Source: an optimization exercise on an open RTL-to-GDS flow (aim: small area, a short achievable clock period and few clock cycles). Production flows keep margins and buffers that such runs may drop. The RTL was checked by simulation tests, not by an equivalence proof against the original design.

$ cat run.sh
#!/bin/bash
# synth_recipe.tcl (not shown) runs the flow's synth.tcl, then flattens the netlist and writes it again
# the make line also repeats each setting of config.mk as NAME=value (left out here)
make -C /OpenROAD-flow-scripts/flow DESIGN_CONFIG=/design/flow/config.mk WORK_HOME=/design/flow/orfs CLKGATE_MAP_FILE= SYNTH_SCRIPT=/design/flow/synth_recipe.tcl finish
$ cat design.v
package lms_pkg;
    typedef logic signed [14-1:0] sample_t;
    typedef logic signed [16-1:0] weight_t;
    typedef logic signed [29-1:0] prod_t;
    typedef logic [5-1:0] tap_t;
    typedef enum logic [1:0] {
        UPD_IDLE  = 2'd0,
        UPD_MUL   = 2'd1,
        UPD_DIV   = 2'd2,
        UPD_WRITE = 2'd3
    } upd_state_t;
endpackage
`timescale 1ns/1ps
module lms_req_fifo #(
    parameter int DW = 63
) (
    input  logic          clk,
    input  logic          rstn,
    input  logic          push,
    input  logic [DW-1:0] push_data,
    input  logic          pop,
    output logic          head_valid,
    output logic [DW-1:0] head_data
);
    logic          v0, v1;
    logic [DW-1:0] data1;
    logic          ld0, ld1;
    assign head_valid = v0;
    assign ld0 = pop ? (v1 | push) : (!v0 & push);
    assign ld1 = pop ? (v1 & push) : (v0 & !v1 & push);
    always_ff @(posedge clk or negedge rstn)
    begin
        if (!rstn)
        begin
            v0 <= 1'b0;
            v1 <= 1'b0;
        end
        else
        begin
            if (pop)
            begin
                v0 <= v1 | push;
                v1 <= v1 & push;
            end
            else if (!v0)
                v0 <= push;
            else if (!v1)
                v1 <= push;
        end
    end
    always_ff @(posedge clk)
    begin
        if (ld0)
            head_data <= (pop && v1) ? data1 : push_data;
        if (ld1)
            data1 <= push_data;
    end
endmodule
`timescale 1ns/1ps
module lms_step_divider (
    input  logic                    clk,
    input  logic                    rstn,
    input  logic                    load,
    input  logic [26:0]             ld_a,
    input  logic [28:0]             ld_b,
    input  logic [3:0]              ld_cnt,
    input  logic                    ld_neg,
    input  logic                    res_ok,
    output logic                    free,
    output logic                    res_valid,
    output lms_pkg::weight_t        res_q,
    output logic                    res_neg,
    output logic                    idle_nx,
    output logic                    last_nx,
    output logic                    resv_nx
);
    logic        busy;
    logic        fin;
    logic [3:0]  cnt;
    logic [26:0] r;
    logic [28:0] b;
    logic [15:0] q;
    logic        neg;
    logic [29:0] h1, h2, h3;
    logic [30:0] d1, d2, d3;
    logic        ge1, ge2, ge3;
    logic [26:0] r_next;
    logic [15:0] q_next;
    logic        last;
    assign h1 = {2'b0, b[28:1]};
    assign h2 = {1'b0, b};
    assign h3 = {1'b0, b} + {2'b0, b[28:1]};
    assign d1 = {4'b0, r} - {1'b0, h1};
    assign d2 = {4'b0, r} - {1'b0, h2};
    assign d3 = {4'b0, r} - {1'b0, h3};
    assign ge1 = !d1[30];
    assign ge2 = !d2[30];
    assign ge3 = !d3[30];
    always_comb
    begin
        if (ge3)
        begin
            r_next = d3[26:0];
            q_next = {q[13:0], 2'd3};
        end
        else if (ge2)
        begin
            r_next = d2[26:0];
            q_next = {q[13:0], 2'd2};
        end
        else if (ge1)
        begin
            r_next = d1[26:0];
            q_next = {q[13:0], 2'd1};
        end
        else
        begin
            r_next = r;
            q_next = {q[13:0], 2'd0};
        end
    end
    logic last_r;
    assign last      = busy && last_r;
    assign res_valid = last || fin;
    assign res_q     = fin ? q : q_next;
    assign res_neg   = neg;
    assign free      = !(busy || fin) || (res_valid && res_ok);
    logic busy_nx, fin_nx, last_r_nx;
    always_comb
    begin
        busy_nx = busy;
        fin_nx  = fin;
        if (load)
        begin
            busy_nx = 1'b1;
            fin_nx  = 1'b0;
        end
        else if (last)
        begin
            busy_nx = 1'b0;
            fin_nx  = !res_ok;
        end
        else if (fin && res_ok)
            fin_nx = 1'b0;
        last_r_nx = load ? (ld_cnt == 4'd1) : (cnt == 4'd2);
    end
    assign idle_nx = !busy_nx && !fin_nx;
    assign last_nx = busy_nx && last_r_nx;
    assign resv_nx = last_nx || fin_nx;
    always_ff @(posedge clk or negedge rstn)
    begin
        if (!rstn)
        begin
            busy <= 1'b0;
            fin  <= 1'b0;
        end
        else
        begin
            busy <= busy_nx;
            fin  <= fin_nx;
        end
    end
    always_ff @(posedge clk)
    begin
        last_r <= last_r_nx;
        if (load)
        begin
            cnt    <= ld_cnt;
            r      <= ld_a;
            b      <= ld_b;
        end
        else
        begin
            cnt    <= cnt - 1'b1;
            r      <= r_next;
            b      <= b >> 2;
        end
    end
    always_ff @(posedge clk)
    begin
        if (load)
        begin
            q   <= '0;
            neg <= ld_neg;
        end
        else if (busy)
            q   <= q_next;
    end
endmodule
`timescale 1ns/1ps
module lms_weight_bank (
    input  logic              clk,
    input  logic              rstn,
    input  logic              wr_en,
    input  lms_pkg::tap_t     wr_tap,
    input  lms_pkg::weight_t  wr_data,
    input  lms_pkg::tap_t     cur_tap,
    input  lms_pkg::tap_t     rd_tap,
    output lms_pkg::weight_t  cur_weight,
    output lms_pkg::weight_t  rd_weight
);
    lms_pkg::weight_t     weights [32];
    logic [32-1:0] vld;
    assign cur_weight = vld[cur_tap] ? weights[cur_tap] : '0;
    always_ff @(posedge clk or negedge rstn)
    begin
        if (!rstn)
            vld <= '0;
        else if (wr_en)
            vld[wr_tap] <= 1'b1;
    end
    always_ff @(posedge clk)
    begin
        if (wr_en)
            weights[wr_tap] <= wr_data;
    end
    logic [3:0][15:0] rd_part;
    logic [1:0]       rd_hi;
    always_ff @(posedge clk)
    begin
        for (int j = 0; j < 4; j++)
            rd_part[j] <= vld[{j[1:0], rd_tap[2:0]}] ? weights[{j[1:0], rd_tap[2:0]}] : '0;
        rd_hi <= rd_tap[4:3];
    end
    assign rd_weight = rd_part[rd_hi];
endmodule
`timescale 1ns/1ps
module lms_update_ctrl #(
    parameter int CQ_N = 6
) (
    input  logic                     clk,
    input  logic                     rstn,
    input  logic                     req_valid,
    input  logic                     s_valid,
    input  lms_pkg::tap_t            s_tap,
    input  logic                     s_es,
    input  logic [13:0]              s_ea,
    input  logic                     s_fs,
    input  logic [13:0]              s_fa,
    input  logic                     s_ns,
    input  logic [26:0]              s_na,
    output logic                     s_pop,
    output logic                     credit_return,
    output logic                     d_load,
    output logic [26:0]              d_a,
    output logic [28:0]              d_b,
    output logic [3:0]               d_cnt,
    output logic                     d_neg,
    input  logic                     d_res_valid,
    input  lms_pkg::weight_t         d_res_q,
    input  logic                     d_res_neg,
    output logic                     d_res_ok,
    input  logic                     d_idle_nx,
    input  logic                     d_last_nx,
    input  logic                     d_resv_nx,
    input  lms_pkg::weight_t         cur_weight,
    output lms_pkg::tap_t            cur_tap,
    output logic                     wr_en,
    output lms_pkg::tap_t            wr_tap,
    output lms_pkg::weight_t         wr_data,
    output logic                     upd_done,
    output lms_pkg::tap_t            upd_tap
);
    function automatic logic [3:0] blen14(input logic [13:0] x);
        blen14 = '0;
        for (int i = 0; i < 14; i++)
            if (x[i]) blen14 = i + 1;
    endfunction
    function automatic logic [4:0] blen27(input logic [26:0] x);
        blen27 = '0;
        for (int i = 0; i < 27; i++)
            if (x[i]) blen27 = i + 1;
    endfunction
    logic [3:0]  le, lf;
    logic [4:0]  ln;
    logic [5:0]  lsum;
    logic [5:0]  kk;
    logic [3:0]  cyc;
    logic        zero;
    logic [27:0] mul_s, mul_c;
    lms_umul14 mul_i (
        .a (s_ea),
        .b (s_fa),
        .s (mul_s),
        .c (mul_c)
    );
    assign le   = blen14(s_ea);
    assign lf   = blen14(s_fa);
    assign ln   = blen27(s_na);
    assign lsum = {2'b0, le} + {2'b0, lf};
    assign kk   = lsum + 6'd2 - {1'b0, ln};
    assign cyc  = kk[4:1];
    assign zero = (le == 4'd0) || (lf == 4'd0) || (ln == 5'd0) || ({1'b0, ln} > lsum);
    logic               p_valid;
    logic               p_zero;
    lms_pkg::tap_t      p_tap;
    logic               p_neg;
    logic [27:0]        p_ps;
    logic [27:0]        p_pc;
    logic [26:0]        p_na;
    logic [3:0]         p_cyc;
    logic p_go;
    logic d_free;
    logic p_go_nx;
    logic d_free_nx;
    logic p_zero_nx;
    logic upd_done_nx;
    logic res_ok_nx;
    logic cq_space;
    assign s_pop = s_valid && (!p_valid || p_go);
    assign p_valid_nx = s_pop || (p_valid && !p_go);
    always_ff @(posedge clk or negedge rstn)
    begin
        if (!rstn)
            p_valid <= 1'b0;
        else
            p_valid <= p_valid_nx;
    end
    always_ff @(posedge clk)
    begin
        if (s_pop)
        begin
            p_zero <= zero;
            p_tap  <= s_tap;
            p_neg  <= s_es ^ s_fs ^ s_ns;
            p_ps   <= mul_s;
            p_pc   <= mul_c;
            p_na   <= s_na;
            p_cyc  <= cyc;
        end
    end
    logic [27:0] p_mag;
    logic [26:0] p_a;
    logic [28:0] p_b;
    assign p_mag = p_ps + p_pc;
    assign p_a   = p_mag[26:0];
    assign p_b   = {1'b0, p_na, 1'b0} << {p_cyc - 4'd1, 1'b0};
    logic        m_valid;
    logic [26:0] m_a;
    logic [28:0] m_b;
    logic [3:0]  m_cyc;
    logic        m_neg;
    logic ld_m, ld_p, p_to_m;
    assign ld_m   = d_free && m_valid;
    assign ld_p   = d_free && !m_valid && p_valid && !p_zero && cq_space;
    assign p_to_m = p_go && !p_zero && !ld_p;
    assign m_valid_nx = p_to_m || (m_valid && !ld_m);
    always_ff @(posedge clk or negedge rstn)
    begin
        if (!rstn)
            m_valid <= 1'b0;
        else
            m_valid <= m_valid_nx;
    end
    always_ff @(posedge clk)
    begin
        if (p_to_m)
        begin
            m_a   <= p_a;
            m_b   <= p_b;
            m_cyc <= p_cyc;
            m_neg <= p_neg;
        end
    end
    assign d_load = ld_m || ld_p;
    assign d_a    = m_valid ? m_a   : p_a;
    assign d_b    = m_valid ? m_b   : p_b;
    assign d_cnt  = m_valid ? m_cyc : p_cyc;
    assign d_neg  = m_valid ? m_neg : p_neg;
    logic [1:0] owed;      
    logic [1:0] held;      
    logic [1:0] owed_nx;
    logic [1:0] held_nx;
    logic       pf_nx;
    logic       cr_nx;
    logic       p_valid_nx;
    logic       m_valid_nx;
    logic [CQ_N-1:0] cq_v_nx;
    logic [1:0] rr_v_nx;
    assign owed_nx = owed + {1'b0, req_valid} - {1'b0, credit_return};
    assign held_nx = held + {1'b0, req_valid} - {1'b0, p_go};
    assign pf_nx   = p_go_nx;
    assign cr_nx   = (owed_nx != 2'd0) && ((held_nx <= owed_nx) || (pf_nx && (held_nx == owed_nx + 2'd1)));
    always_ff @(posedge clk or negedge rstn)
    begin
        if (!rstn)
        begin
            owed          <= '0;
            held          <= '0;
            credit_return <= 1'b0;
        end
        else
        begin
            owed          <= owed_nx;
            held          <= held_nx;
            credit_return <= cr_nx;
        end
    end
    logic [1:0]       rr_v;
    logic [1:0][15:0] rr_q;
    logic [1:0]       rr_neg;
    logic             rr_take;
    logic             rr_put;
    logic [CQ_N-1:0]      cq_v;
    logic [CQ_N-1:0]      cq_div;
    logic [CQ_N-1:0][4:0] cq_tap;
    logic                 cq_pop;
    logic cq_div0_nx;
    assign upd_tap  = cq_tap[0];
    assign cq_pop   = upd_done;
    assign cq_space = !cq_v[CQ_N-1] || cq_pop;
    logic [CQ_N-1:0] cq_nv;    
    logic [CQ_N-1:0] cq_pv;    
    logic [CQ_N-1:0] cq_ins;   
    always_comb
    begin
        for (int i = 0; i < CQ_N; i++)
        begin
            cq_nv[i]  = cq_pop ? ((i + 1 < CQ_N) ? cq_v[(i + 1 < CQ_N) ? i + 1 : i] : 1'b0) : cq_v[i];
            cq_pv[i]  = (i == 0) ? 1'b1 : (cq_pop ? cq_v[i] : cq_v[(i > 0) ? i - 1 : 0]);
            cq_ins[i] = p_go && cq_pv[i] && !cq_nv[i];
        end
    end
    assign cq_v_nx    = cq_nv | cq_ins;
    assign upd_done_nx = cq_v_nx[0] && (!cq_div0_nx || rr_v_nx[0]);
    assign res_ok_nx   = !rr_v_nx[1] || (upd_done_nx && cq_div0_nx);
    assign d_free_nx   = d_idle_nx || (d_resv_nx && res_ok_nx);
    assign p_zero_nx   = s_pop ? zero : p_zero;
    assign p_go_nx     = p_valid_nx && (!cq_v_nx[CQ_N-1] || upd_done_nx) &&
                         (p_zero_nx || !m_valid_nx || d_free_nx);
    always_ff @(posedge clk or negedge rstn)
    begin
        if (!rstn)
        begin
            p_go   <= 1'b0;
            d_free <= 1'b1;
        end
        else
        begin
            p_go   <= p_go_nx;
            d_free <= d_free_nx;
        end
    end
    assign cq_div0_nx = cq_ins[0] ? !p_zero : (cq_pop ? cq_div[(CQ_N > 1) ? 1 : 0] : cq_div[0]);
    always_ff @(posedge clk or negedge rstn)
    begin
        if (!rstn)
        begin
            cq_v     <= '0;
            upd_done <= 1'b0;
        end
        else
        begin
            cq_v     <= cq_v_nx;
            upd_done <= upd_done_nx;
        end
    end
    always_ff @(posedge clk)
    begin
        for (int i = 0; i < CQ_N; i++)
        begin
            if (cq_ins[i])
            begin
                cq_tap[i] <= p_tap;
                cq_div[i] <= !p_zero;
            end
            else if (cq_pop)
            begin
                cq_tap[i] <= cq_tap[(i + 1 < CQ_N) ? i + 1 : i];
                cq_div[i] <= cq_div[(i + 1 < CQ_N) ? i + 1 : i];
            end
        end
    end
    assign rr_take  = upd_done && cq_div[0];
    assign d_res_ok = !rr_v[1] || rr_take;
    assign rr_put   = d_res_valid && d_res_ok;
    always_comb
    begin
        case ({rr_put, rr_take})
            2'b10:   rr_v_nx = {rr_v[0], 1'b1};
            2'b01:   rr_v_nx = {1'b0, rr_v[1]};
            default: rr_v_nx = rr_v;
        endcase
    end
    always_ff @(posedge clk or negedge rstn)
    begin
        if (!rstn)
            rr_v <= '0;
        else
            rr_v <= rr_v_nx;
    end
    always_ff @(posedge clk)
    begin
        if (rr_take)
        begin
            rr_q[0]   <= rr_v[1] ? rr_q[1] : d_res_q;
            rr_neg[0] <= rr_v[1] ? rr_neg[1] : d_res_neg;
        end
        else if (rr_put && !rr_v[0])
        begin
            rr_q[0]   <= d_res_q;
            rr_neg[0] <= d_res_neg;
        end
        if (rr_put && (rr_take ? rr_v[1] : rr_v[0]))
        begin
            rr_q[1]   <= d_res_q;
            rr_neg[1] <= d_res_neg;
        end
    end
    lms_pkg::tap_t    next_tap;
    lms_pkg::weight_t cw;
    assign next_tap = cq_pop ? cq_tap[1] : cq_tap[0];
    assign cur_tap  = next_tap;
    always_ff @(posedge clk)
    begin
        if (wr_en && (wr_tap == next_tap))
            cw <= wr_data;
        else
            cw <= cur_weight;
    end
    assign wr_en   = rr_take;
    assign wr_tap  = cq_tap[0];
    assign wr_data = cw + (rr_q[0] ^ {16{rr_neg[0]}}) + {15'd0, rr_neg[0]};
endmodule
module lms_umul14 (
    input  logic [13:0] a,
    input  logic [13:0] b,
    output logic [27:0] s,
    output logic [27:0] c
);
    logic t1, t2, t3, t4, t5, t6, t7, t8, t9, t10, t11, t12, t13, t14, t15, t16, t17, t18, t19, t20, t21, t22, t23, t24, t25, t26, t27, t28, t29, t30, t31, t32, t33, t34, t35, t36, t37, t38, t39, t40, t41, t42, t43, t44, t45, t46, t47, t48, t49, t50, t51, t52, t53, t54, t55, t56, t57, t58, t59, t60, t61, t62, t63, t64, t65, t66, t67, t68, t69, t70, t71, t72, t73, t74, t75, t76, t77, t78, t79, t80, t81, t82, t83, t84, t85, t86, t87, t88, t89, t90, t91, t92, t93, t94, t95, t96, t97, t98, t99, t100, t101, t102, t103, t104, t105, t106, t107, t108, t109, t110, t111, t112, t113, t114, t115, t116, t117, t118, t119, t120, t121, t122, t123, t124, t125, t126, t127, t128, t129, t130, t131, t132, t133, t134, t135, t136, t137, t138, t139, t140, t141, t142, t143, t144, t145, t146, t147, t148, t149, t150, t151, t152, t153, t154, t155, t156, t157, t158, t159, t160, t161, t162, t163, t164, t165, t166, t167, t168, t169, t170, t171, t172, t173, t174, t175, t176, t177, t178, t179, t180, t181, t182, t183, t184, t185, t186, t187, t188, t189, t190, t191, t192, t193, t194, t195, t196, t197, t198, t199, t200, t201, t202, t203, t204, t205, t206, t207, t208, t209, t210, t211, t212, t213, t214, t215, t216, t217, t218, t219, t220, t221, t222, t223, t224, t225, t226, t227, t228, t229, t230, t231, t232, t233, t234, t235, t236, t237, t238, t239, t240, t241, t242, t243, t244, t245, t246, t247, t248, t249, t250, t251, t252, t253, t254, t255, t256, t257, t258, t259, t260, t261, t262, t263, t264, t265, t266, t267, t268, t269, t270, t271, t272, t273, t274, t275, t276, t277, t278, t279, t280, t281, t282, t283, t284, t285, t286, t287, t288, t289, t290, t291, t292, t293, t294, t295, t296, t297, t298, t299, t300, t301, t302, t303, t304, t305, t306, t307, t308, t309, t310, t311, t312, t313, t314, t315, t316, t317, t318, t319, t320, t321, t322, t323, t324, t325, t326, t327, t328, t329, t330, t331, t332, t333, t334, t335, t336, t337, t338, t339, t340, t341, t342, t343, t344, t345, t346, t347, t348, t349, t350, t351, t352, t353, t354, t355, t356, t357, t358, t359, t360, t361, t362, t363, t364, t365, t366, t367, t368, t369, t370, t371, t372, t373, t374, t375, t376, t377, t378, t379, t380, t381, t382, t383, t384, t385, t386, t387, t388, t389, t390, t391, t392, t393, t394, t395, t396, t397, t398, t399, t400, t401, t402, t403, t404, t405, t406, t407, t408, t409, t410, t411, t412, t413, t414, t415, t416, t417, t418, t419, t420, t421, t422, t423, t424, t425, t426, t427, t428, t429, t430, t431, t432, t433, t434, t435, t436, t437, t438, t439, t440, t441, t442, t443, t444, t445, t446, t447, t448, t449, t450, t451, t452, t453, t454, t455, t456, t457, t458, t459, t460, t461, t462, t463, t464, t465, t466, t467, t468, t469, t470, t471, t472, t473, t474, t475, t476, t477, t478, t479, t480, t481, t482, t483, t484, t485, t486, t487, t488, t489, t490, t491, t492, t493, t494, t495, t496, t497, t498, t499, t500, t501, t502, t503, t504, t505, t506, t507, t508;
    assign t1 = (a[0] & b[0]);
    assign t2 = (a[0] & b[1]);
    assign t3 = (a[1] & b[0]);
    assign t4 = (a[0] & b[2]);
    assign t5 = (a[1] & b[1]);
    assign t6 = (a[2] & b[0]);
    assign t7 = (a[0] & b[3]);
    assign t8 = (a[1] & b[2]);
    assign t9 = (a[2] & b[1]);
    assign t10 = (a[3] & b[0]);
    assign t11 = (a[0] & b[4]);
    assign t12 = (a[1] & b[3]);
    assign t13 = (a[2] & b[2]);
    assign t14 = (a[3] & b[1]);
    assign t15 = (a[4] & b[0]);
    assign t16 = (a[0] & b[5]);
    assign t17 = (a[1] & b[4]);
    assign t18 = (a[2] & b[3]);
    assign t19 = (a[3] & b[2]);
    assign t20 = (a[4] & b[1]);
    assign t21 = (a[5] & b[0]);
    assign t22 = (a[0] & b[6]);
    assign t23 = (a[1] & b[5]);
    assign t24 = (a[2] & b[4]);
    assign t25 = (a[3] & b[3]);
    assign t26 = (a[4] & b[2]);
    assign t27 = (a[5] & b[1]);
    assign t28 = (a[6] & b[0]);
    assign t29 = (a[0] & b[7]);
    assign t30 = (a[1] & b[6]);
    assign t31 = (a[2] & b[5]);
    assign t32 = (a[3] & b[4]);
    assign t33 = (a[4] & b[3]);
    assign t34 = (a[5] & b[2]);
    assign t35 = (a[6] & b[1]);
    assign t36 = (a[7] & b[0]);
    assign t37 = (a[0] & b[8]);
    assign t38 = (a[1] & b[7]);
    assign t39 = (a[2] & b[6]);
    assign t40 = (a[3] & b[5]);
    assign t41 = (a[4] & b[4]);
    assign t42 = (a[5] & b[3]);
    assign t43 = (a[6] & b[2]);
    assign t44 = (a[7] & b[1]);
    assign t45 = (a[8] & b[0]);
    assign t46 = (a[0] & b[9]);
    assign t47 = (a[1] & b[8]);
    assign t48 = (a[2] & b[7]);
    assign t49 = (a[3] & b[6]);
    assign t50 = (a[4] & b[5]);
    assign t51 = (a[5] & b[4]);
    assign t52 = (a[6] & b[3]);
    assign t53 = (a[7] & b[2]);
    assign t54 = (a[8] & b[1]);
    assign t55 = (a[9] & b[0]);
    assign t56 = (a[0] & b[10]);
    assign t57 = (a[1] & b[9]);
    assign t58 = (a[2] & b[8]);
    assign t59 = (a[3] & b[7]);
    assign t60 = (a[4] & b[6]);
    assign t61 = (a[5] & b[5]);
    assign t62 = (a[6] & b[4]);
    assign t63 = (a[7] & b[3]);
    assign t64 = (a[8] & b[2]);
    assign t65 = (a[9] & b[1]);
    assign t66 = (a[10] & b[0]);
    assign t67 = (a[0] & b[11]);
    assign t68 = (a[1] & b[10]);
    assign t69 = (a[2] & b[9]);
    assign t70 = (a[3] & b[8]);
    assign t71 = (a[4] & b[7]);
    assign t72 = (a[5] & b[6]);
    assign t73 = (a[6] & b[5]);
    assign t74 = (a[7] & b[4]);
    assign t75 = (a[8] & b[3]);
    assign t76 = (a[9] & b[2]);
    assign t77 = (a[10] & b[1]);
    assign t78 = (a[11] & b[0]);
    assign t79 = (a[0] & b[12]);
    assign t80 = (a[1] & b[11]);
    assign t81 = (a[2] & b[10]);
    assign t82 = (a[3] & b[9]);
    assign t83 = (a[4] & b[8]);
    assign t84 = (a[5] & b[7]);
    assign t85 = (a[6] & b[6]);
    assign t86 = (a[7] & b[5]);
    assign t87 = (a[8] & b[4]);
    assign t88 = (a[9] & b[3]);
    assign t89 = (a[10] & b[2]);
    assign t90 = (a[11] & b[1]);
    assign t91 = (a[12] & b[0]);
    assign t92 = (a[0] & b[13]);
    assign t93 = (a[1] & b[12]);
    assign t94 = (a[2] & b[11]);
    assign t95 = (a[3] & b[10]);
    assign t96 = (a[4] & b[9]);
    assign t97 = (a[5] & b[8]);
    assign t98 = (a[6] & b[7]);
    assign t99 = (a[7] & b[6]);
    assign t100 = (a[8] & b[5]);
    assign t101 = (a[9] & b[4]);
    assign t102 = (a[10] & b[3]);
    assign t103 = (a[11] & b[2]);
    assign t104 = (a[12] & b[1]);
    assign t105 = (a[13] & b[0]);
    assign t106 = (a[1] & b[13]);
    assign t107 = (a[2] & b[12]);
    assign t108 = (a[3] & b[11]);
    assign t109 = (a[4] & b[10]);
    assign t110 = (a[5] & b[9]);
    assign t111 = (a[6] & b[8]);
    assign t112 = (a[7] & b[7]);
    assign t113 = (a[8] & b[6]);
    assign t114 = (a[9] & b[5]);
    assign t115 = (a[10] & b[4]);
    assign t116 = (a[11] & b[3]);
    assign t117 = (a[12] & b[2]);
    assign t118 = (a[13] & b[1]);
    assign t119 = (a[2] & b[13]);
    assign t120 = (a[3] & b[12]);
    assign t121 = (a[4] & b[11]);
    assign t122 = (a[5] & b[10]);
    assign t123 = (a[6] & b[9]);
    assign t124 = (a[7] & b[8]);
    assign t125 = (a[8] & b[7]);
    assign t126 = (a[9] & b[6]);
    assign t127 = (a[10] & b[5]);
    assign t128 = (a[11] & b[4]);
    assign t129 = (a[12] & b[3]);
    assign t130 = (a[13] & b[2]);
    assign t131 = (a[3] & b[13]);
    assign t132 = (a[4] & b[12]);
    assign t133 = (a[5] & b[11]);
    assign t134 = (a[6] & b[10]);
    assign t135 = (a[7] & b[9]);
    assign t136 = (a[8] & b[8]);
    assign t137 = (a[9] & b[7]);
    assign t138 = (a[10] & b[6]);
    assign t139 = (a[11] & b[5]);
    assign t140 = (a[12] & b[4]);
    assign t141 = (a[13] & b[3]);
    assign t142 = (a[4] & b[13]);
    assign t143 = (a[5] & b[12]);
    assign t144 = (a[6] & b[11]);
    assign t145 = (a[7] & b[10]);
    assign t146 = (a[8] & b[9]);
    assign t147 = (a[9] & b[8]);
    assign t148 = (a[10] & b[7]);
    assign t149 = (a[11] & b[6]);
    assign t150 = (a[12] & b[5]);
    assign t151 = (a[13] & b[4]);
    assign t152 = (a[5] & b[13]);
    assign t153 = (a[6] & b[12]);
    assign t154 = (a[7] & b[11]);
    assign t155 = (a[8] & b[10]);
    assign t156 = (a[9] & b[9]);
    assign t157 = (a[10] & b[8]);
    assign t158 = (a[11] & b[7]);
    assign t159 = (a[12] & b[6]);
    assign t160 = (a[13] & b[5]);
    assign t161 = (a[6] & b[13]);
    assign t162 = (a[7] & b[12]);
    assign t163 = (a[8] & b[11]);
    assign t164 = (a[9] & b[10]);
    assign t165 = (a[10] & b[9]);
    assign t166 = (a[11] & b[8]);
    assign t167 = (a[12] & b[7]);
    assign t168 = (a[13] & b[6]);
    assign t169 = (a[7] & b[13]);
    assign t170 = (a[8] & b[12]);
    assign t171 = (a[9] & b[11]);
    assign t172 = (a[10] & b[10]);
    assign t173 = (a[11] & b[9]);
    assign t174 = (a[12] & b[8]);
    assign t175 = (a[13] & b[7]);
    assign t176 = (a[8] & b[13]);
    assign t177 = (a[9] & b[12]);
    assign t178 = (a[10] & b[11]);
    assign t179 = (a[11] & b[10]);
    assign t180 = (a[12] & b[9]);
    assign t181 = (a[13] & b[8]);
    assign t182 = (a[9] & b[13]);
    assign t183 = (a[10] & b[12]);
    assign t184 = (a[11] & b[11]);
    assign t185 = (a[12] & b[10]);
    assign t186 = (a[13] & b[9]);
    assign t187 = (a[10] & b[13]);
    assign t188 = (a[11] & b[12]);
    assign t189 = (a[12] & b[11]);
    assign t190 = (a[13] & b[10]);
    assign t191 = (a[11] & b[13]);
    assign t192 = (a[12] & b[12]);
    assign t193 = (a[13] & b[11]);
    assign t194 = (a[12] & b[13]);
    assign t195 = (a[13] & b[12]);
    assign t196 = (a[13] & b[13]);
    assign t197 = t92 ^ t93;
    assign t198 = t92 & t93;
    assign t199 = t106 ^ t107;
    assign t200 = t106 & t107;
    assign t201 = t46 ^ t47;
    assign t202 = t46 & t47;
    assign t203 = t56 ^ t57 ^ t58;
    assign t204 = (t56 & t57) | (t56 & t58) | (t57 & t58);
    assign t205 = t59 ^ t60;
    assign t206 = t59 & t60;
    assign t207 = t67 ^ t68 ^ t69;
    assign t208 = (t67 & t68) | (t67 & t69) | (t68 & t69);
    assign t209 = t70 ^ t71 ^ t72;
    assign t210 = (t70 & t71) | (t70 & t72) | (t71 & t72);
    assign t211 = t73 ^ t74;
    assign t212 = t73 & t74;
    assign t213 = t79 ^ t80 ^ t81;
    assign t214 = (t79 & t80) | (t79 & t81) | (t80 & t81);
    assign t215 = t82 ^ t83 ^ t84;
    assign t216 = (t82 & t83) | (t82 & t84) | (t83 & t84);
    assign t217 = t85 ^ t86 ^ t87;
    assign t218 = (t85 & t86) | (t85 & t87) | (t86 & t87);
    assign t219 = t88 ^ t89;
    assign t220 = t88 & t89;
    assign t221 = t197 ^ t94 ^ t95;
    assign t222 = (t197 & t94) | (t197 & t95) | (t94 & t95);
    assign t223 = t96 ^ t97 ^ t98;
    assign t224 = (t96 & t97) | (t96 & t98) | (t97 & t98);
    assign t225 = t99 ^ t100 ^ t101;
    assign t226 = (t99 & t100) | (t99 & t101) | (t100 & t101);
    assign t227 = t102 ^ t103 ^ t104;
    assign t228 = (t102 & t103) | (t102 & t104) | (t103 & t104);
    assign t229 = t199 ^ t108 ^ t109;
    assign t230 = (t199 & t108) | (t199 & t109) | (t108 & t109);
    assign t231 = t110 ^ t111 ^ t112;
    assign t232 = (t110 & t111) | (t110 & t112) | (t111 & t112);
    assign t233 = t113 ^ t114 ^ t115;
    assign t234 = (t113 & t114) | (t113 & t115) | (t114 & t115);
    assign t235 = t116 ^ t117 ^ t118;
    assign t236 = (t116 & t117) | (t116 & t118) | (t117 & t118);
    assign t237 = t119 ^ t120 ^ t121;
    assign t238 = (t119 & t120) | (t119 & t121) | (t120 & t121);
    assign t239 = t122 ^ t123 ^ t124;
    assign t240 = (t122 & t123) | (t122 & t124) | (t123 & t124);
    assign t241 = t125 ^ t126 ^ t127;
    assign t242 = (t125 & t126) | (t125 & t127) | (t126 & t127);
    assign t243 = t128 ^ t129 ^ t130;
    assign t244 = (t128 & t129) | (t128 & t130) | (t129 & t130);
    assign t245 = t131 ^ t132 ^ t133;
    assign t246 = (t131 & t132) | (t131 & t133) | (t132 & t133);
    assign t247 = t134 ^ t135 ^ t136;
    assign t248 = (t134 & t135) | (t134 & t136) | (t135 & t136);
    assign t249 = t137 ^ t138 ^ t139;
    assign t250 = (t137 & t138) | (t137 & t139) | (t138 & t139);
    assign t251 = t142 ^ t143 ^ t144;
    assign t252 = (t142 & t143) | (t142 & t144) | (t143 & t144);
    assign t253 = t145 ^ t146 ^ t147;
    assign t254 = (t145 & t146) | (t145 & t147) | (t146 & t147);
    assign t255 = t152 ^ t153 ^ t154;
    assign t256 = (t152 & t153) | (t152 & t154) | (t153 & t154);
    assign t257 = t22 ^ t23;
    assign t258 = t22 & t23;
    assign t259 = t29 ^ t30 ^ t31;
    assign t260 = (t29 & t30) | (t29 & t31) | (t30 & t31);
    assign t261 = t32 ^ t33;
    assign t262 = t32 & t33;
    assign t263 = t37 ^ t38 ^ t39;
    assign t264 = (t37 & t38) | (t37 & t39) | (t38 & t39);
    assign t265 = t40 ^ t41 ^ t42;
    assign t266 = (t40 & t41) | (t40 & t42) | (t41 & t42);
    assign t267 = t43 ^ t44;
    assign t268 = t43 & t44;
    assign t269 = t201 ^ t48 ^ t49;
    assign t270 = (t201 & t48) | (t201 & t49) | (t48 & t49);
    assign t271 = t50 ^ t51 ^ t52;
    assign t272 = (t50 & t51) | (t50 & t52) | (t51 & t52);
    assign t273 = t53 ^ t54 ^ t55;
    assign t274 = (t53 & t54) | (t53 & t55) | (t54 & t55);
    assign t275 = t203 ^ t205 ^ t61;
    assign t276 = (t203 & t205) | (t203 & t61) | (t205 & t61);
    assign t277 = t62 ^ t63 ^ t64;
    assign t278 = (t62 & t63) | (t62 & t64) | (t63 & t64);
    assign t279 = t65 ^ t66 ^ t202;
    assign t280 = (t65 & t66) | (t65 & t202) | (t66 & t202);
    assign t281 = t207 ^ t209 ^ t211;
    assign t282 = (t207 & t209) | (t207 & t211) | (t209 & t211);
    assign t283 = t75 ^ t76 ^ t77;
    assign t284 = (t75 & t76) | (t75 & t77) | (t76 & t77);
    assign t285 = t78 ^ t204 ^ t206;
    assign t286 = (t78 & t204) | (t78 & t206) | (t204 & t206);
    assign t287 = t213 ^ t215 ^ t217;
    assign t288 = (t213 & t215) | (t213 & t217) | (t215 & t217);
    assign t289 = t219 ^ t90 ^ t91;
    assign t290 = (t219 & t90) | (t219 & t91) | (t90 & t91);
    assign t291 = t208 ^ t210 ^ t212;
    assign t292 = (t208 & t210) | (t208 & t212) | (t210 & t212);
    assign t293 = t221 ^ t223 ^ t225;
    assign t294 = (t221 & t223) | (t221 & t225) | (t223 & t225);
    assign t295 = t227 ^ t105 ^ t214;
    assign t296 = (t227 & t105) | (t227 & t214) | (t105 & t214);
    assign t297 = t216 ^ t218 ^ t220;
    assign t298 = (t216 & t218) | (t216 & t220) | (t218 & t220);
    assign t299 = t229 ^ t231 ^ t233;
    assign t300 = (t229 & t231) | (t229 & t233) | (t231 & t233);
    assign t301 = t235 ^ t198 ^ t222;
    assign t302 = (t235 & t198) | (t235 & t222) | (t198 & t222);
    assign t303 = t224 ^ t226 ^ t228;
    assign t304 = (t224 & t226) | (t224 & t228) | (t226 & t228);
    assign t305 = t237 ^ t239 ^ t241;
    assign t306 = (t237 & t239) | (t237 & t241) | (t239 & t241);
    assign t307 = t243 ^ t200 ^ t230;
    assign t308 = (t243 & t200) | (t243 & t230) | (t200 & t230);
    assign t309 = t232 ^ t234 ^ t236;
    assign t310 = (t232 & t234) | (t232 & t236) | (t234 & t236);
    assign t311 = t245 ^ t247 ^ t249;
    assign t312 = (t245 & t247) | (t245 & t249) | (t247 & t249);
    assign t313 = t140 ^ t141 ^ t238;
    assign t314 = (t140 & t141) | (t140 & t238) | (t141 & t238);
    assign t315 = t240 ^ t242 ^ t244;
    assign t316 = (t240 & t242) | (t240 & t244) | (t242 & t244);
    assign t317 = t251 ^ t253 ^ t148;
    assign t318 = (t251 & t253) | (t251 & t148) | (t253 & t148);
    assign t319 = t149 ^ t150 ^ t151;
    assign t320 = (t149 & t150) | (t149 & t151) | (t150 & t151);
    assign t321 = t246 ^ t248 ^ t250;
    assign t322 = (t246 & t248) | (t246 & t250) | (t248 & t250);
    assign t323 = t255 ^ t155 ^ t156;
    assign t324 = (t255 & t155) | (t255 & t156) | (t155 & t156);
    assign t325 = t157 ^ t158 ^ t159;
    assign t326 = (t157 & t158) | (t157 & t159) | (t158 & t159);
    assign t327 = t160 ^ t252 ^ t254;
    assign t328 = (t160 & t252) | (t160 & t254) | (t252 & t254);
    assign t329 = t161 ^ t162 ^ t163;
    assign t330 = (t161 & t162) | (t161 & t163) | (t162 & t163);
    assign t331 = t164 ^ t165 ^ t166;
    assign t332 = (t164 & t165) | (t164 & t166) | (t165 & t166);
    assign t333 = t167 ^ t168 ^ t256;
    assign t334 = (t167 & t168) | (t167 & t256) | (t168 & t256);
    assign t335 = t169 ^ t170 ^ t171;
    assign t336 = (t169 & t170) | (t169 & t171) | (t170 & t171);
    assign t337 = t172 ^ t173 ^ t174;
    assign t338 = (t172 & t173) | (t172 & t174) | (t173 & t174);
    assign t339 = t176 ^ t177 ^ t178;
    assign t340 = (t176 & t177) | (t176 & t178) | (t177 & t178);
    assign t341 = t11 ^ t12;
    assign t342 = t11 & t12;
    assign t343 = t16 ^ t17 ^ t18;
    assign t344 = (t16 & t17) | (t16 & t18) | (t17 & t18);
    assign t345 = t19 ^ t20;
    assign t346 = t19 & t20;
    assign t347 = t257 ^ t24 ^ t25;
    assign t348 = (t257 & t24) | (t257 & t25) | (t24 & t25);
    assign t349 = t26 ^ t27 ^ t28;
    assign t350 = (t26 & t27) | (t26 & t28) | (t27 & t28);
    assign t351 = t259 ^ t261 ^ t34;
    assign t352 = (t259 & t261) | (t259 & t34) | (t261 & t34);
    assign t353 = t35 ^ t36 ^ t258;
    assign t354 = (t35 & t36) | (t35 & t258) | (t36 & t258);
    assign t355 = t263 ^ t265 ^ t267;
    assign t356 = (t263 & t265) | (t263 & t267) | (t265 & t267);
    assign t357 = t45 ^ t260 ^ t262;
    assign t358 = (t45 & t260) | (t45 & t262) | (t260 & t262);
    assign t359 = t269 ^ t271 ^ t273;
    assign t360 = (t269 & t271) | (t269 & t273) | (t271 & t273);
    assign t361 = t264 ^ t266 ^ t268;
    assign t362 = (t264 & t266) | (t264 & t268) | (t266 & t268);
    assign t363 = t275 ^ t277 ^ t279;
    assign t364 = (t275 & t277) | (t275 & t279) | (t277 & t279);
    assign t365 = t270 ^ t272 ^ t274;
    assign t366 = (t270 & t272) | (t270 & t274) | (t272 & t274);
    assign t367 = t281 ^ t283 ^ t285;
    assign t368 = (t281 & t283) | (t281 & t285) | (t283 & t285);
    assign t369 = t276 ^ t278 ^ t280;
    assign t370 = (t276 & t278) | (t276 & t280) | (t278 & t280);
    assign t371 = t287 ^ t289 ^ t291;
    assign t372 = (t287 & t289) | (t287 & t291) | (t289 & t291);
    assign t373 = t282 ^ t284 ^ t286;
    assign t374 = (t282 & t284) | (t282 & t286) | (t284 & t286);
    assign t375 = t293 ^ t295 ^ t297;
    assign t376 = (t293 & t295) | (t293 & t297) | (t295 & t297);
    assign t377 = t288 ^ t290 ^ t292;
    assign t378 = (t288 & t290) | (t288 & t292) | (t290 & t292);
    assign t379 = t299 ^ t301 ^ t303;
    assign t380 = (t299 & t301) | (t299 & t303) | (t301 & t303);
    assign t381 = t294 ^ t296 ^ t298;
    assign t382 = (t294 & t296) | (t294 & t298) | (t296 & t298);
    assign t383 = t305 ^ t307 ^ t309;
    assign t384 = (t305 & t307) | (t305 & t309) | (t307 & t309);
    assign t385 = t300 ^ t302 ^ t304;
    assign t386 = (t300 & t302) | (t300 & t304) | (t302 & t304);
    assign t387 = t311 ^ t313 ^ t315;
    assign t388 = (t311 & t313) | (t311 & t315) | (t313 & t315);
    assign t389 = t306 ^ t308 ^ t310;
    assign t390 = (t306 & t308) | (t306 & t310) | (t308 & t310);
    assign t391 = t317 ^ t319 ^ t321;
    assign t392 = (t317 & t319) | (t317 & t321) | (t319 & t321);
    assign t393 = t312 ^ t314 ^ t316;
    assign t394 = (t312 & t314) | (t312 & t316) | (t314 & t316);
    assign t395 = t323 ^ t325 ^ t327;
    assign t396 = (t323 & t325) | (t323 & t327) | (t325 & t327);
    assign t397 = t318 ^ t320 ^ t322;
    assign t398 = (t318 & t320) | (t318 & t322) | (t320 & t322);
    assign t399 = t329 ^ t331 ^ t333;
    assign t400 = (t329 & t331) | (t329 & t333) | (t331 & t333);
    assign t401 = t324 ^ t326 ^ t328;
    assign t402 = (t324 & t326) | (t324 & t328) | (t326 & t328);
    assign t403 = t335 ^ t337 ^ t175;
    assign t404 = (t335 & t337) | (t335 & t175) | (t337 & t175);
    assign t405 = t330 ^ t332 ^ t334;
    assign t406 = (t330 & t332) | (t330 & t334) | (t332 & t334);
    assign t407 = t339 ^ t179 ^ t180;
    assign t408 = (t339 & t179) | (t339 & t180) | (t179 & t180);
    assign t409 = t181 ^ t336 ^ t338;
    assign t410 = (t181 & t336) | (t181 & t338) | (t336 & t338);
    assign t411 = t182 ^ t183 ^ t184;
    assign t412 = (t182 & t183) | (t182 & t184) | (t183 & t184);
    assign t413 = t185 ^ t186 ^ t340;
    assign t414 = (t185 & t186) | (t185 & t340) | (t186 & t340);
    assign t415 = t187 ^ t188 ^ t189;
    assign t416 = (t187 & t188) | (t187 & t189) | (t188 & t189);
    assign t417 = t7 ^ t8;
    assign t418 = t7 & t8;
    assign t419 = t341 ^ t13 ^ t14;
    assign t420 = (t341 & t13) | (t341 & t14) | (t13 & t14);
    assign t421 = t343 ^ t345 ^ t21;
    assign t422 = (t343 & t345) | (t343 & t21) | (t345 & t21);
    assign t423 = t347 ^ t349 ^ t344;
    assign t424 = (t347 & t349) | (t347 & t344) | (t349 & t344);
    assign t425 = t351 ^ t353 ^ t348;
    assign t426 = (t351 & t353) | (t351 & t348) | (t353 & t348);
    assign t427 = t355 ^ t357 ^ t352;
    assign t428 = (t355 & t357) | (t355 & t352) | (t357 & t352);
    assign t429 = t359 ^ t361 ^ t356;
    assign t430 = (t359 & t361) | (t359 & t356) | (t361 & t356);
    assign t431 = t363 ^ t365 ^ t360;
    assign t432 = (t363 & t365) | (t363 & t360) | (t365 & t360);
    assign t433 = t367 ^ t369 ^ t364;
    assign t434 = (t367 & t369) | (t367 & t364) | (t369 & t364);
    assign t435 = t371 ^ t373 ^ t368;
    assign t436 = (t371 & t373) | (t371 & t368) | (t373 & t368);
    assign t437 = t375 ^ t377 ^ t372;
    assign t438 = (t375 & t377) | (t375 & t372) | (t377 & t372);
    assign t439 = t379 ^ t381 ^ t376;
    assign t440 = (t379 & t381) | (t379 & t376) | (t381 & t376);
    assign t441 = t383 ^ t385 ^ t380;
    assign t442 = (t383 & t385) | (t383 & t380) | (t385 & t380);
    assign t443 = t387 ^ t389 ^ t384;
    assign t444 = (t387 & t389) | (t387 & t384) | (t389 & t384);
    assign t445 = t391 ^ t393 ^ t388;
    assign t446 = (t391 & t393) | (t391 & t388) | (t393 & t388);
    assign t447 = t395 ^ t397 ^ t392;
    assign t448 = (t395 & t397) | (t395 & t392) | (t397 & t392);
    assign t449 = t399 ^ t401 ^ t396;
    assign t450 = (t399 & t401) | (t399 & t396) | (t401 & t396);
    assign t451 = t403 ^ t405 ^ t400;
    assign t452 = (t403 & t405) | (t403 & t400) | (t405 & t400);
    assign t453 = t407 ^ t409 ^ t404;
    assign t454 = (t407 & t409) | (t407 & t404) | (t409 & t404);
    assign t455 = t411 ^ t413 ^ t408;
    assign t456 = (t411 & t413) | (t411 & t408) | (t413 & t408);
    assign t457 = t415 ^ t190 ^ t412;
    assign t458 = (t415 & t190) | (t415 & t412) | (t190 & t412);
    assign t459 = t191 ^ t192 ^ t193;
    assign t460 = (t191 & t192) | (t191 & t193) | (t192 & t193);
    assign t461 = t4 ^ t5;
    assign t462 = t4 & t5;
    assign t463 = t417 ^ t9 ^ t10;
    assign t464 = (t417 & t9) | (t417 & t10) | (t9 & t10);
    assign t465 = t419 ^ t15 ^ t418;
    assign t466 = (t419 & t15) | (t419 & t418) | (t15 & t418);
    assign t467 = t421 ^ t342 ^ t420;
    assign t468 = (t421 & t342) | (t421 & t420) | (t342 & t420);
    assign t469 = t423 ^ t346 ^ t422;
    assign t470 = (t423 & t346) | (t423 & t422) | (t346 & t422);
    assign t471 = t425 ^ t350 ^ t424;
    assign t472 = (t425 & t350) | (t425 & t424) | (t350 & t424);
    assign t473 = t427 ^ t354 ^ t426;
    assign t474 = (t427 & t354) | (t427 & t426) | (t354 & t426);
    assign t475 = t429 ^ t358 ^ t428;
    assign t476 = (t429 & t358) | (t429 & t428) | (t358 & t428);
    assign t477 = t431 ^ t362 ^ t430;
    assign t478 = (t431 & t362) | (t431 & t430) | (t362 & t430);
    assign t479 = t433 ^ t366 ^ t432;
    assign t480 = (t433 & t366) | (t433 & t432) | (t366 & t432);
    assign t481 = t435 ^ t370 ^ t434;
    assign t482 = (t435 & t370) | (t435 & t434) | (t370 & t434);
    assign t483 = t437 ^ t374 ^ t436;
    assign t484 = (t437 & t374) | (t437 & t436) | (t374 & t436);
    assign t485 = t439 ^ t378 ^ t438;
    assign t486 = (t439 & t378) | (t439 & t438) | (t378 & t438);
    assign t487 = t441 ^ t382 ^ t440;
    assign t488 = (t441 & t382) | (t441 & t440) | (t382 & t440);
    assign t489 = t443 ^ t386 ^ t442;
    assign t490 = (t443 & t386) | (t443 & t442) | (t386 & t442);
    assign t491 = t445 ^ t390 ^ t444;
    assign t492 = (t445 & t390) | (t445 & t444) | (t390 & t444);
    assign t493 = t447 ^ t394 ^ t446;
    assign t494 = (t447 & t394) | (t447 & t446) | (t394 & t446);
    assign t495 = t449 ^ t398 ^ t448;
    assign t496 = (t449 & t398) | (t449 & t448) | (t398 & t448);
    assign t497 = t451 ^ t402 ^ t450;
    assign t498 = (t451 & t402) | (t451 & t450) | (t402 & t450);
    assign t499 = t453 ^ t406 ^ t452;
    assign t500 = (t453 & t406) | (t453 & t452) | (t406 & t452);
    assign t501 = t455 ^ t410 ^ t454;
    assign t502 = (t455 & t410) | (t455 & t454) | (t410 & t454);
    assign t503 = t457 ^ t414 ^ t456;
    assign t504 = (t457 & t414) | (t457 & t456) | (t414 & t456);
    assign t505 = t459 ^ t416 ^ t458;
    assign t506 = (t459 & t416) | (t459 & t458) | (t416 & t458);
    assign t507 = t194 ^ t195 ^ t460;
    assign t508 = (t194 & t195) | (t194 & t460) | (t195 & t460);
    assign s = {1'b0, t196, t507, t505, t503, t501, t499, t497, t495, t493, t491, t489, t487, t485, t483, t481, t479, t477, t475, t473, t471, t469, t467, t465, t463, t461, t2, t1};
    assign c = {1'b0, t508, t506, t504, t502, t500, t498, t496, t494, t492, t490, t488, t486, t484, t482, t480, t478, t476, t474, t472, t470, t468, t466, t464, t462, t6, t3, 1'b0};
endmodule
`timescale 1ns/1ps
module lms_weight_top (
    input  logic                     clk,
    input  logic                     rstn,
    input  logic                     req_valid,
    input  lms_pkg::tap_t            req_tap,
    input  lms_pkg::sample_t         req_err,
    input  lms_pkg::sample_t         req_ref,
    input  logic [32-1:0]  req_power,
    input  lms_pkg::tap_t            rd_tap,
    output logic                     credit_return,
    output logic                     upd_done,
    output lms_pkg::tap_t            upd_tap,
    output lms_pkg::weight_t         rd_weight
);
    logic                     s_valid;
    logic                     s_pop;
    logic [62:0]              push_data;
    logic [62:0]              s_data;
    logic [13:0]              req_ea, req_fa;
    logic [26:0]              req_na;
    logic [26:0]              req_nrm;
    assign req_nrm   = req_power[32-1:5];
    assign req_ea    = req_err[13] ? -req_err : req_err;
    assign req_fa    = req_ref[13] ? -req_ref : req_ref;
    assign req_na    = req_nrm[26] ? -req_nrm : req_nrm;
    assign push_data = {req_tap, req_err[13], req_ea, req_ref[13], req_fa, req_nrm[26], req_na};
    logic                     d_load;
    logic [26:0]              d_a;
    logic [28:0]              d_b;
    logic [3:0]               d_cnt;
    logic                     d_neg;
    logic                     d_free;
    logic                     d_res_valid;
    lms_pkg::weight_t         d_res_q;
    logic                     d_res_neg;
    logic                     d_res_ok;
    logic                     d_idle_nx;
    logic                     d_last_nx;
    logic                     d_resv_nx;
    lms_pkg::tap_t            cur_tap;
    lms_pkg::weight_t         cur_weight;
    logic                     wr_en;
    lms_pkg::tap_t            wr_tap;
    lms_pkg::weight_t         wr_data;
    lms_req_fifo #(.DW(63)) fifo_i (
        .clk        (clk),
        .rstn       (rstn),
        .push       (req_valid),
        .push_data  (push_data),
        .pop        (s_pop),
        .head_valid (s_valid),
        .head_data  (s_data)
    );
    lms_update_ctrl ctrl_i (
        .clk           (clk),
        .rstn          (rstn),
        .req_valid     (req_valid),
        .s_valid       (s_valid),
        .s_tap         (s_data[62:58]),
        .s_es          (s_data[57]),
        .s_ea          (s_data[56:43]),
        .s_fs          (s_data[42]),
        .s_fa          (s_data[41:28]),
        .s_ns          (s_data[27]),
        .s_na          (s_data[26:0]),
        .s_pop         (s_pop),
        .credit_return (credit_return),
        .d_load        (d_load),
        .d_a           (d_a),
        .d_b           (d_b),
        .d_cnt         (d_cnt),
        .d_neg         (d_neg),
        .d_res_valid   (d_res_valid),
        .d_res_q       (d_res_q),
        .d_res_neg     (d_res_neg),
        .d_res_ok      (d_res_ok),
        .d_idle_nx     (d_idle_nx),
        .d_last_nx     (d_last_nx),
        .d_resv_nx     (d_resv_nx),
        .cur_weight    (cur_weight),
        .cur_tap       (cur_tap),
        .wr_en         (wr_en),
        .wr_tap        (wr_tap),
        .wr_data       (wr_data),
        .upd_done      (upd_done),
        .upd_tap       (upd_tap)
    );
    lms_step_divider div_i (
        .clk       (clk),
        .rstn      (rstn),
        .load      (d_load),
        .ld_a      (d_a),
        .ld_b      (d_b),
        .ld_cnt    (d_cnt),
        .ld_neg    (d_neg),
        .res_ok    (d_res_ok),
        .free      (),
        .res_valid (d_res_valid),
        .res_q     (d_res_q),
        .res_neg   (d_res_neg),
        .idle_nx   (d_idle_nx),
        .last_nx   (d_last_nx),
        .resv_nx   (d_resv_nx)
    );
    lms_weight_bank bank_i (
        .clk        (clk),
        .rstn       (rstn),
        .wr_en      (wr_en),
        .wr_tap     (wr_tap),
        .wr_data    (wr_data),
        .cur_tap    (cur_tap),
        .rd_tap     (rd_tap),
        .cur_weight (cur_weight),
        .rd_weight  (rd_weight)
    );
endmodule
$ cat constraint.sdc
create_clock -name core_clock -period 10.0 [get_ports {clk}]
set_input_delay 2.0000 -clock core_clock [delete_from_list [all_inputs] [get_ports {clk}]]
set_output_delay 2.0000 -clock core_clock [all_outputs]
set_load 0.01 [all_outputs]
$ cat config.mk
export PLATFORM = sky130hd
export DESIGN_NAME = lms_weight_top
export DESIGN_NICKNAME = lms_weight_top
export VERILOG_FILES = /design/flow/design.v
export SDC_FILE = /design/flow/constraint.sdc
export NUM_CORES = 4
export LEC_CHECK = 0
export CAP_MARGIN = 20
export CORE_MARGIN = 2
export CORE_UTILIZATION = 40
export SETUP_SLACK_MARGIN = 5
export SLEW_MARGIN = 20
==> key figures, run 1 <==
Outcome
  • Status: no timing/DRC/antenna violations

STA
  • Min Tclk post-route: 4.87 ns
  • Fin Clk Skew: 0.118 ns
  • Worst-margin pin slew: 1.13 ns
  • Peak Freq: 205 MHz
  • Final setup violating endpoints: 0
  • Slew Limit Fails: 0
  • Crit share post-route: 48.7%
  • Hold Violations, Final: 0
  • Slew margin rel.: 22.7%
  • Setup TNS: 0 ns
  • RSZ-0062 raised after global routing: false

Cells and area
  • Final Cell Area: 67000 µm²
  • Filler Cell Count: 13.5k
  • Share of cells above drive strength 1: 12.6%
  • Fin nets: 5533
  • Synthesis-to-layout area growth: 12.3%
  • # diodes: 0

Route
  • Wire per inst: 21.3 µm
  • Vias: 39.6k
  • Vias/cell: 5.55
  • Residual DRC count: 0
  • DRT iter0 DRCs: 3252
  • Drt total wl: 152 mm
  • Drt first pass iters: 5
  • Final ANT Viol Nets: 0

Setup path
  • CP max FO: 16
  • Critical path type: flip-flop to output port
  • Register-to-register setup slack: 5.26 ns
  • Crit Reg-Reg Endpoint: ctrl_i.credit_return
  • Register-to-Register Path Depth: 17
  • CP Capture Type: output port
  • RR Startpoint: fifo_i.head_data[50]
  • Worst Setup EP: rd_weight[1]
  • Worst Setup SP: bank_i.rd_hi[1]
  • Critical Path RT: 8.00 ns
  • Critical Path AT: 2.87 ns
  • Type of origin of the critical path: flip-flop

Logic synthesis
  • Ys async rst share: 5.03%
  • Post-Synthesis Net Count: 5501
  • Yosys Warn Count: 4
  • Syn Inst Count: 5080
  • Share of the synthesized area in the top cell type: 44.3%
  • Yosys reg bits: 1073
  • Main synth FF type: edfxtp_1
  • Synthesized area: 59600 µm²
  • Largest cells by area after synthesis: edfxtp_1, mux4_2, fa_1
  • Top-count cell post-synth: edfxtp_1
  • Post-synth top area cell: edfxtp_1
  • Syn_area_per_cell: 11.7 µm²
  • Number of synthesized flops with an enable pin: 880
  • Synth top cells by count: edfxtp_1, nand2_1, nor2_1
  • Yosys cell types: 103
  • Sequential area share after synthesis: 51.3%

Clocking
  • Sink Count: 1073
  • TritonCTS clock tree: done
  • Clk slew on worst S/H paths: 0.06 ns
  • # resized after CTS: 0
  • Clock buffer depth: 3
  • Root buf cell: clkbuf_16
  • Post-CTS Setup Bufs: 9
  • Clock latency (worst-skew pair): 0.78 ns
  • Cts hold-fix bufs: 0
  • Htree depth: 3
  • Inserted Clock Buffers: 114

Die
  • Die Span Y: 390 µm
  • Core box area: 148000 µm²
  • Row cnt: 141
  • Die area: 152000 µm²
  • I/O Pins: 96
  • Initial Utilization: 40.3%
  • Chip Width: 390 µm

Placed design
  • Detailed placement HPWL: 98.2 mm
  • Placement Cell Area: 62800 µm²
  • Global placement routability congestion: 0.851
  • Buffers on Ports: 90

Global route
  • Vias in the first global route: 39.8k
  • Initial antenna violation count: 1
  • Largest net degree at the start of global routing: 151
  • First-pass GRT wire length: 234 mm
  • GRT Util Overall: 19.8%
  • Grt ovf: 0

Run
  • Max-cap viol count: 0

Min path
  • HP Class: flip-flop to flip-flop
==> routing by layer <==
layer,routed length (µm),vias up,share of wire [%],GRT usage [%]
li1,-,18500,-,-
met1,64400,19500,42,26.7
met2,72100,1315,47,32.7
met3,11000,288,7.3,3.31
met4,4470,0,2.9,6.38
met5,0,-,0,0
==> cell usage in the layout (no fill, tap or decap), types with 21 or more instances in the layout <==
master,instances
buf_4,104
clkdlybuf4s50_1,86
and2_1,165
xnor2_1,112
a311oi_1,100
o31ai_1,23
nor2_1,278
dfxtp_1,139
xor2_1,56
a21oi_1,168
o21ai_1,27
o21bai_1,21
clkbuf_16,114
a21o_1,70
edfxtp_1,880
and3_1,50
o211ai_1,26
nor3_1,42
a31oi_1,24
mux2i_1,137
a211oi_1,37
dfrtp_1,51
nand3_1,286
mux4_2,158
inv_1,241
ha_1,172
nand2b_1,42
nand2_1,779
clkbuf_1,24
fa_1,175
mux2_2,109
o21ai_0,119
==> how the worst min path moves through the flow <==
| stage | from | endpoint | depth (start not counted) |
|---|---|---|---|
| 2_1_floorplan | fifo_i.head_data[58] | ctrl_i.p_tap[0] | 0 |
| 3_3_place_gp | fifo_i.head_data[62] | ctrl_i.p_tap[4] | 0 |
| 3_5_place_dp | fifo_i.head_data[58] | ctrl_i.p_tap[0] | 0 |
| 4_1_cts | fifo_i.head_data[60] | ctrl_i.p_tap[2] | 0 |
| 5_1_grt | fifo_i.head_data[60] | ctrl_i.p_tap[2] | 0 |
| 6_report | fifo_i.head_data[60] | ctrl_i.p_tap[2] | 0 |
==> area by class of cell <==
type                       count  area, µm²  area share (%)
sequential                  1073      30600            45.6
clock buffer                 150       3110            4.64
inverter                     244        916            1.37
clock inverter                67        872            1.30
multi-input combinational   3483      27300            40.8
tap                         1930       2410            3.61
timing repair buffer         196       1730            2.59
==> through the flow <==
step / utilization [%] / setup WS, ns / hold WS, ns / instances
after floorplan: - / 5.40 / 0.400 / 5080
after global placement: 42.5 / 4.77 / 0.408 / 6904
after global routing: 45.3 / 5.06 / 0.445 / 7143
after CTS: 45.2 / 5.01 / 0.437 / 7130
final: 45.3 / 5.13 / 0.434 / 7143
after detailed placement: 42.5 / 4.79 / 0.422 / 6904
==> flip-flops by register name, summed over array words and instances (netlist names), 26 cells and up <==
name / count
bank_i.rd_part: 64
bank_i.vld: 32
bank_i.weights: 512
ctrl_i.cq_tap: 30
ctrl_i.m_a: 27
ctrl_i.m_b: 28
ctrl_i.p_na: 27
ctrl_i.p_pc: 26
ctrl_i.p_ps: 27
ctrl_i.rr_q: 32
div_i.b: 29
div_i.r: 27
fifo_i.data1: 63
fifo_i.head_data: 63
==> logic make-up after synthesis <==
group / Yosys count / synth area share (%)
simple gates: 1774 / 13.5
flops: 1073 / 51.3
compound gates: 763 / 8.89
buf+inv: 524 / 3.54
mux: 414 / 10.5
fa+ha+maj: 348 / 9.52
xor+xnor: 184 / 2.70
==> critical path: stages, from the launching register on <==
cell	delay, ns
dfxtp_1	1.04
mux4_2	0.45
clkdlybuf4s50_1	0.59
Testbench counts, summed over its fixed seeds: cycles 4,479.
==> run 2: changes to the inputs <==
--- a/design.v
+++ b/design.v
@@ -214,15 +214,10 @@
         if (wr_en)
             weights[wr_tap] <= wr_data;
     end
-    logic [3:0][15:0] rd_part;
-    logic [1:0]       rd_hi;
     always_ff @(posedge clk)
     begin
-        for (int j = 0; j < 4; j++)
-            rd_part[j] <= vld[{j[1:0], rd_tap[2:0]}] ? weights[{j[1:0], rd_tap[2:0]}] : '0;
-        rd_hi <= rd_tap[4:3];
+        rd_weight <= vld[rd_tap] ? weights[rd_tap] : '0;
     end
-    assign rd_weight = rd_part[rd_hi];
 endmodule
 `timescale 1ns/1ps
 module lms_update_ctrl #(
@@ -509,7 +504,16 @@
     end
     lms_pkg::tap_t    next_tap;
     lms_pkg::weight_t cw;
-    assign next_tap = cq_pop ? cq_tap[1] : cq_tap[0];
+    logic [1:0][4:0] cq_tap_nx;
+    always_comb
+    begin
+        for (int i = 0; i < 2; i++)
+            cq_tap_nx[i] = cq_ins[i] ? p_tap : (cq_pop ? cq_tap[i + 1] : cq_tap[i]);
+    end
+    always_ff @(posedge clk)
+    begin
+        next_tap <= upd_done_nx ? cq_tap_nx[1] : cq_tap_nx[0];
+    end
     assign cur_tap  = next_tap;
     always_ff @(posedge clk)
     begin
==> run 2 against run 1 <==
Net effect:
- still clean
- final cell count fell by 13%
- sequential share of layout area rose by 0.12 points
- register-to-register slack got worse by 0.15 ns
- critical path type is now flip-flop to flip-flop
==> key figures, run 2 <==
Setup path
  • Register-to-Register Path Depth: 21
  • CP max FO: 16
  • Critical Path AT: 5.53 ns
  • Critical path type: flip-flop to flip-flop
  • Type of origin of the critical path: flip-flop
  • Register-to-register setup slack: 5.11 ns
  • RR Startpoint: fifo_i.head_data[29]
  • CP Capture Type: flip-flop
  • Critical Path RT: 10.64 ns
  • Crit Reg-Reg Endpoint: ctrl_i.credit_return

Global route
  • Vias in the first global route: 35.3k
  • Largest net degree at the start of global routing: 88
  • First-pass GRT wire length: 210 mm
  • Initial antenna violation count: 0
  • GRT Util Overall: 18.6%
  • Grt ovf: 0

Outcome
  • Status: no timing/DRC/antenna violations

STA
  • Fin Clk Skew: 0.0834 ns
  • Crit share post-route: 48.9%
  • Setup TNS: 0 ns
  • Min Tclk post-route: 4.89 ns
  • Slew Limit Fails: 0
  • RSZ-0062 raised after global routing: true
  • Fin Hold WS: 0.424 ns
  • Final setup violating endpoints: 0
  • Worst-margin pin slew: 1.05 ns
  • Slew margin rel.: 29.9%
  • Peak Freq: 205 MHz
  • Hold Violations, Final: 0

Die
  • Die area: 147000 µm²
  • Core box area: 143000 µm²
  • Chip Width: 383 µm
  • Row cnt: 139
  • Die Span Y: 383 µm
  • Initial Utilization: 40.2%
  • I/O Pins: 96

Clocking
  • Clock buffer depth: 3
  • Clk slew on worst S/H paths: 0.06 ns
  • Clock latency (worst-skew pair): 0.76 ns
  • Sink Count: 1028
  • Htree depth: 3
  • Inserted Clock Buffers: 111
  • Root buf cell: clkbuf_16
  • TritonCTS clock tree: done
  • Cts hold-fix bufs: 0

Cells and area
  • Final Cell Area: 64700 µm²
  • Reg with most FFs: bank_i.weights
  • Synthesis-to-layout area growth: 12.7%
  • Non-Filler Instances: 6199
  • Max reg flops: 512
  • Top flop regs: bank_i.weights (512), fifo_i.data1 (63), fifo_i.head_data (63)
  • Commonest cells after routing, fill and taps aside: edfxtp_1, mux4_2, inv_1, nor2_1, nand2_1
  • Filler Cell Count: 12.7k
  • # diodes: 0
  • Share of cells above drive strength 1: 18.9%
  • Most common cell after layout, fill and taps aside: edfxtp_1
  • Fin nets: 4621

Min path
  • HP Class: flip-flop to flip-flop
  • Hold_sp: fifo_i.head_data[59]
  • Worst hold endpoint: ctrl_i.p_tap[1]
  • Hold depth: 0

Logic synthesis
  • Syn_area_per_cell: 14.0 µm²
  • Share of the synthesized area in the top cell type: 45.8%
  • Top-count cell post-synth: edfxtp_1
  • Syn Inst Count: 4109
  • Sequential area share after synthesis: 51.6%
  • Ys async rst share: 5.25%
  • Yosys Warn Count: 4
  • Number of synthesized flops with an enable pin: 875
  • Largest cells by area after synthesis: edfxtp_1, mux4_2, fa_1
  • Synthesized area: 57400 µm²
  • Post-synth top area cell: edfxtp_1
  • Yosys cell types: 90
  • Synth top cells by count: edfxtp_1, mux4_2, nor2_1
  • Post-Synthesis Net Count: 4530
  • Yosys reg bits: 1028
  • Main synth FF type: edfxtp_1

Placed design
  • Placement Cell Area: 60800 µm²
  • Placed cells: 5984
  • Buffers on Ports: 90
  • Global placement routability congestion: 0.839
  • Detailed placement HPWL: 87.9 mm

Route
  • Drt first pass iters: 5
  • Wire per inst: 21.8 µm
  • Residual DRC count: 0
  • Final ANT Viol Nets: 0
  • Vias/cell: 5.55
  • Vias: 34.4k
  • Drt total wl: 135 mm
  • DRT iter0 DRCs: 2633

Run
  • Max-cap viol count: 0
## run 2: cell count changes after synthesis, moves of 24 or more
cell	previous run	this run
a311oi_1	101	1
and3_1	51	9
buf_1	54	30
buf_2	57	30
dfxtp_1	139	99
mux2i_1	144	116
mux4_2	158	346
nand2_1	780	222
nand3_1	286	39
nor2_1	304	266
## run 2: how the worst max path moves through the flow
stage / startpoint / to / slack, ns / cells after the start
global route: fifo_i.head_data[29] / ctrl_i.credit_return / 4.86 / 21
global placement: rd_tap[0] / bank_i.rd_weight[1] / 4.85 / 6
floorplan: ctrl_i.upd_done / ctrl_i.credit_return / 5.36 / 6
CTS: fifo_i.head_data[44] / ctrl_i.credit_return / 5.03 / 21
finish: fifo_i.head_data[29] / ctrl_i.credit_return / 5.11 / 21
detailed placement: rd_tap[0] / bank_i.rd_weight[1] / 4.85 / 6
## run 2: metrics by stage
step | util [%] | worst slack [ns]
2_1_floorplan | - | 5.36
3_3_place_gp | 42.5 | 4.85
3_5_place_dp | 42.5 | 4.85
4_1_cts | 45.2 | 5.03
5_1_grt | 45.3 | 4.86
6_report | 45.3 | 5.11
## run 2: cell families after synthesis
group / Yosys count / synth area share [%]
flops: 1028 / 51.6
simple gates: 898 / 7.62
compound gates: 638 / 7.34
mux: 570 / 17.7
buf+inv: 440 / 3.02
fa+ha+maj: 348 / 9.88
xor+xnor: 187 / 2.85
## run 2: cell type report
| cell class | count | area (µm²) | share of cell area (%) |
|---|---|---|---|
| Inverter | 238 | 893 | 1.38 |
| Tap cell | 1903 | 2380 | 3.68 |
| Clock buffer | 138 | 2930 | 4.53 |
| Sequential cell | 1028 | 29600 | 45.8 |
| Multi-Input combinational cell | 2641 | 26400 | 40.8 |
| Timing Repair Buffer | 180 | 1570 | 2.42 |
| Clock inverter | 71 | 933 | 1.44 |
## run 2: what timing repair did
item | 4_1_cts | 5_1_grt
cloned | 0 | 0
setup buffers | 0 | 6
setup endpoints to repair | 2 | 7
gates resized for setup | 1 | 1
## run 2: metal layers
layer  part of all wire, %  global-route usage [%]  vias up
li1                      -                       -    15700
met1                    44                    25.9    17500
met2                    48                    30.2      980
met3                   5.8                    2.64      202
met4                   2.5                    5.58        0
met5                     0                       0        -
## run 2: worst max-delay path, stage by stage, from the launching register on
cell and delay [ns]:
edfxtp_1 0.72, nand2b_1 0.18, a21oi_1 0.08, o21bai_1 0.15, a21oi_1 0.08, o21ai_0 0.26, a21oi_1 0.11, ha_1 0.25
fa_1 0.60, inv_1 0.08, ha_1 0.29, inv_1 0.11, o21bai_1 0.08, a21o_1 0.17, a21oi_1 0.13, nor2b_1 0.06
o22ai_1 0.26, o2111ai_1 0.29, o22a_1 0.30, nor3b_1 0.34, or4_1 0.18, a21oi_1 0.06
Testbench counts of run 2, summed over its fixed seeds: cycles 4,479.

==> static timing again, ports no longer ideal <==
How much do the figures lean on ideal ports? The routed layouts below were timed once more, with nothing changed but the port constraints.
Step 1 assumes that a clkbuf_16 drives the clock port and a buf_2 every other input.
Step 2 adds t to the input delays and takes it off the output delays; t is the mean of the earliest and latest rising clock arrival at the registers after step 1. Input paths then give back, and output paths get back, about the clock's delay inside the block.
a / b / c = ideal / step 1 / step 2; a / b = the first two.
run | t (ns) | slack for setup (ns) | worst setup path after step 2 | cell pins on the clock port's net
run 1 | 0.793 | 5.133 / 5.058 / 5.186 | input to register | 1
run 2 | 0.806 | 5.111 / 5.111 / 4.918 | input to register | 1
After both steps every run listed still meets setup and hold. For run 2, which loses most, drivers alone change the setup slack by 0.000 ns; drivers and shift together by -0.193 ns.
